Source: an optimization exercise on an open RTL-to-GDS flow (aim: small area, a short achievable clock period and few clock cycles per item). Production flows keep margins and buffers that such runs may drop.
RTL that was checked went through simulation tests only; none was proved equivalent to the original.
Power is estimated from default activity; no workload was simulated.

==> flow/design.v (excerpt) <==
module wall_grid_neighbor_smoothing_core (
	input  logic                                clk,
	input  logic                                arst_n,
	input  logic                                s_axis_tvalid,
	output logic                                s_axis_tready,
	input  logic [wgns_pkg::IN_DATA_W-1:0]      s_axis_tdata,   
	output logic                                m_axis_tvalid,
	input  logic                                m_axis_tready,
	output logic [wgns_pkg::OUT_DATA_W-1:0]     m_axis_tdata,   
	output logic [wgns_pkg::OUT_USER_W-1:0]     m_axis_tuser,   
	output logic                                m_axis_tlast,   
	input  logic                                cfg_we,
	input  logic [wgns_pkg::CFG_IDX_W-1:0]      cfg_index,
	input  logic [wgns_pkg::CFG_DATA_W-1:0]     cfg_wdata
);
	logic [7:0] sat3;
	logic [7:0] wv_q, hv_q;    
	logic [3:0] keep_thr_q, grow_thr_q;
	assign sat3 = (cfg_wdata < 9'd3)   ? 8'd0 :
	              (cfg_wdata > 9'd256) ? 8'd253 : 8'(cfg_wdata - 9'd3);
	always_ff @(posedge clk or negedge arst_n) begin
		if (!arst_n) begin
			wv_q       <= 8'(wgns_pkg::RST_WIDTH - 3);
			hv_q       <= 8'(wgns_pkg::RST_HEIGHT - 3);
			keep_thr_q <= wgns_pkg::RST_KEEP;
			grow_thr_q <= wgns_pkg::RST_GROW;
		end else if (cfg_we) begin
			case (cfg_index)
				wgns_pkg::REG_GRID_WIDTH:  wv_q       <= sat3;
				wgns_pkg::REG_GRID_HEIGHT: hv_q       <= sat3;
				wgns_pkg::REG_WALL_KEEP:   keep_thr_q <= cfg_wdata[3:0];
				wgns_pkg::REG_FLOOR_GROW:  grow_thr_q <= cfg_wdata[3:0];
				default: ;
			endcase
		end
	end
	logic e0_q, e1_q, v0_q, v1_q, tready_q;
	logic in_acc, adv_q, push_q, take;
	logic v0_n, v1_n;
	assign in_acc        = s_axis_tvalid && tready_q;
	assign s_axis_tready = tready_q;
	always_comb begin
		v0_n = v0_q;
		v1_n = v1_q;
		if (adv_q) begin
			v0_n = v1_q || in_acc;
			v1_n = v1_q && in_acc;
		end else if (in_acc) begin
			v0_n = 1'b1;
			v1_n = v0_q;
		end
	end
	always_ff @(posedge clk or negedge arst_n) begin
		if (!arst_n) begin
			v0_q     <= 1'b0;
			v1_q     <= 1'b0;
			tready_q <= 1'b0;
		end else begin
			v0_q     <= v0_n;
  ...
For scale: about 1200 cells after synthesis, about 53 I/O pins.
export LEC_CHECK = 0
export CAP_MARGIN = 20
export CORE_MARGIN = 2
export CORE_UTILIZATION = 60
export CTS_BUF_LIST = sky130_fd_sc_hd__clkbuf_8
export CTS_CLUSTER_DIAMETER = 60
export CTS_CLUSTER_SIZE = 20
export HOLD_SLACK_MARGIN = 0
export SETUP_SLACK_MARGIN = 2.9
export SLEW_MARGIN = 20
create_clock -name core_clock -period 5.0 [get_ports {clk}]
run.sh (not shown) runs the stock make flow with config.mk's settings and CLKGATE_MAP_FILE= SYNTH_SCRIPT=/design/flow/synth_recipe.tcl, a recipe that flattens the netlist after the stock synthesis.
Testbench counts at the start, summed over its fixed seeds: cycles 72,316, items 68,207.
==> next run, changes <==
--- a/flow/design.v
+++ b/flow/design.v
@@ -113,28 +113,29 @@
 			v0_n = v1_q || in_acc;
 			v1_n = v1_q && in_acc;
 		end else if (in_acc) begin
 			v0_n = 1'b1;
 			v1_n = v0_q;
 		end
 	end
 	always_ff @(posedge clk or negedge arst_n) begin
 		if (!arst_n) begin
-			v0_q     <= 1'b0;
-			v1_q     <= 1'b0;
-			tready_q <= 1'b0;
+			v0_q <= 1'b0;
+			v1_q <= 1'b0;
 		end else begin
-			v0_q     <= v0_n;
-			v1_q     <= v1_n;
-			tready_q <= !v1_n;
+			v0_q <= v0_n;
+			v1_q <= v1_n;
 		end
 	end
 	always_ff @(posedge clk) begin
+		tready_q <= !v1_n;
+	end
+	always_ff @(posedge clk) begin
 		if (adv_q ? !v1_q : !v0_q)
 			e0_q <= s_axis_tdata[0];
 		else if (adv_q)
 			e0_q <= e1_q;
 		if (in_acc)
 			e1_q <= s_axis_tdata[0];
 	end
 	logic [7:0] cd_q, rd_q, cd_n, rd_n;
 	logic       fc_q, fr_q, r1_q, lc_q, lr_q;    
@@ -355,31 +356,29 @@
 		if (!arst_n) begin
 			ov_q    <= 1'b0;
 			start_q <= 1'b1;
 		end else begin
 			ov_q <= take || (ov_q && !m_axis_tready);
 			if (take)
 				start_q <= 1'b0;
 		end
 	end
-	logic [20:0] oreg_q, oreg_n;
-	assign oreg_n = ({21{take}}  & {q0_q, n_row, n_col, n_rl, n_sm, n_last}) |
-	                ({21{!take}} & oreg_q);
-	always_ff @(posedge clk or negedge arst_n) begin
-		if (!arst_n)
-			oreg_q <= '0;
-		else
+	logic [19:0] oreg_q, oreg_n, port_q;
+	assign oreg_n = {q0_q, n_row, n_col, n_rl, n_sm, n_last};
+	always_ff @(posedge clk) begin
+		if (take)
 			oreg_q <= oreg_n;
+		port_q <= ({20{take}} & oreg_n) | ({20{!take}} & oreg_q);
 	end
 	assign {owall_q, orow_q, ocol_q, orl_q, osm_q, olast_q} = oreg_q;
 	always_ff @(posedge clk) begin
 		if (take) begin
 			f_xw2_q <= n_xw2;
 			f_yh2_q <= n_yh2;
 			f_yh1_q <= n_yh1;
 		end
 	end
 	assign m_axis_tvalid = ov_q;
-	assign m_axis_tdata  = {7'd0, owall_q, orow_q, ocol_q};
-	assign m_axis_tuser  = {orl_q, osm_q};
-	assign m_axis_tlast  = olast_q;
+	assign m_axis_tdata  = {7'd0, port_q[19:3]};
+	assign m_axis_tuser  = port_q[2:1];
+	assign m_axis_tlast  = port_q[0];
 endmodule
Cell area is higher slightly.
Setup slack improves by 76 ps.
Total power is higher by roughly a tenth.
Die area is higher by a few percent.
Count of clock-buffer cells in the layout does not change.
Only the layout flow was run in the second run of this note; the RTL was not checked for function there.

---

Another version of the RTL of wall_grid_neighbor_smoothing_core (not shown whole).
For scale: about 1,100 cells after synthesis, ~53 I/O pins, about 0.021 sq mm of cells after synthesis.
Settings: LEC_CHECK=0, CAP_MARGIN=20, CORE_MARGIN=2, CORE_UTILIZATION=60, CTS_BUF_LIST=sky130_fd_sc_hd__clkbuf_8, CTS_CLUSTER_DIAMETER=60, CTS_CLUSTER_SIZE=20, HOLD_SLACK_MARGIN=0, SETUP_SLACK_MARGIN=2.9, SLEW_MARGIN=20; clock period 5.0 ns.
Then changed:
--- a/flow/design.v
+++ b/flow/design.v
@@ -267,36 +267,36 @@
 		if (has_a_n || has_b_n)
 			free_n = !(pa_n || pb_n) || (!qv1_n && (pa_n != pb_n));
 		else
 			free_n = !pa_n || !qv1_n;
 		adv_n = v0_n && free_n;
 	end
 	always_ff @(posedge clk or negedge arst_n) begin
 		if (!arst_n) begin
 			pa_q   <= 1'b0;
 			pb_q   <= 1'b0;
 			qv0_q  <= 1'b0;
 			qv1_q  <= 1'b0;
+			adv_q  <= 1'b0;
+			push_q <= 1'b0;
 		end else begin
 			pa_q   <= pa_n;
 			pb_q   <= pb_n;
 			qv0_q  <= qv0_n;
 			qv1_q  <= qv1_n;
+			adv_q  <= adv_n;
+			push_q <= adv_n && !lc_n;
 		end
 	end
 	always_ff @(posedge clk) begin
-		adv_q  <= adv_n;
-		push_q <= adv_n && !lc_n;
-	end
-	always_ff @(posedge clk) begin
 		if (adv_q && has_b)
 			bbit_q <= e0_q;
 		if (take ? !qv1_q : !qv0_q)
 			q0_q <= mv_bit;
 		else if (take)
 			q0_q <= q1_q;
 		if (mv && qv0_q && !take)
 			q1_q <= mv_bit;
 	end
 	logic       owall_q, osm_q, orl_q, olast_q, start_q;
 	logic [7:0] ocol_q, orow_q;
 	logic       f_xw2_q, f_yh2_q, f_yh1_q;    
@@ -356,26 +356,29 @@
 		if (!arst_n) begin
 			ov_q    <= 1'b0;
 			start_q <= 1'b1;
 		end else begin
 			ov_q <= take || (ov_q && !m_axis_tready);
 			if (take)
 				start_q <= 1'b0;
 		end
 	end
 	logic [20:0] oreg_q, oreg_n;
 	assign oreg_n = ({21{take}}  & {q0_q, n_row, n_col, n_rl, n_sm, n_last}) |
 	                ({21{!take}} & oreg_q);
-	always_ff @(posedge clk) begin
-		oreg_q <= oreg_n;
+	always_ff @(posedge clk or negedge arst_n) begin
+		if (!arst_n)
+			oreg_q <= '0;
+		else
+			oreg_q <= oreg_n;
 	end
 	assign {owall_q, orow_q, ocol_q, orl_q, osm_q, olast_q} = oreg_q;
 	always_ff @(posedge clk) begin
 		if (take) begin
 			f_xw2_q <= n_xw2;
 			f_yh2_q <= n_yh2;
 			f_yh1_q <= n_yh1;
 		end
 	end
 	assign m_axis_tvalid = ov_q;
 	assign m_axis_tdata  = {7'd0, owall_q, orow_q, ocol_q};
 	assign m_axis_tuser  = {orl_q, osm_q};
Die area hardly moves.
Design area fell by 0.32%.
Routed wire length is about the same.
Power fell by 9.0%.
Worst setup slack improves by 0.029 ns.
Clock power fell by about 4%.
First-iteration DRC count rose by 2.9%.
Fmax rose by 1.3%.
Global-route usage fell by 0.22 points.
Testbench counts after the change, summed over its fixed seeds: cycles 72,316, items 68,207.
Function not checked in the first run of this note: the RTL went through the layout flow alone.

[what the ideal ports hide]
How much do the figures lean on ideal ports? The routed layouts below were timed once more, with nothing changed but the port constraints.
Step 1 assumes that a clkbuf_16 drives the clock port and a buf_2 every other input.
Step 2, shift: input delay + t, output delay - t, t = (earliest + latest rising clock arrival at the registers) / 2. This alone moves slack from input paths to output paths.
a / b / c = ideal / step 1 / step 2; a / b = the first two.
| run | shift t [ns] | slack for setup (ns) | worst setup path at the end | worst data-port slew with drivers (ns) |
|---|---|---|---|---|
| the first run of note 1 | 0.663 | 2.772 / 2.722 / 2.310 | input to register | 0.05 |
| the second run of note 1 | 0.651 | 2.848 / 2.800 / 2.227 | input to register | 0.06 |
| the first run of note 2 | 0.669 | 2.791 / 2.739 / 2.339 | input to register | 0.07 |
| the second run of note 2 | 0.651 | 2.820 / 2.770 / 2.332 | input to register | 0.06 |
After both steps setup and hold are still met in every run listed. For the second run of note 1, which loses most, drivers alone change the setup slack by -0.048 ns; drivers and shift together by -0.621 ns.
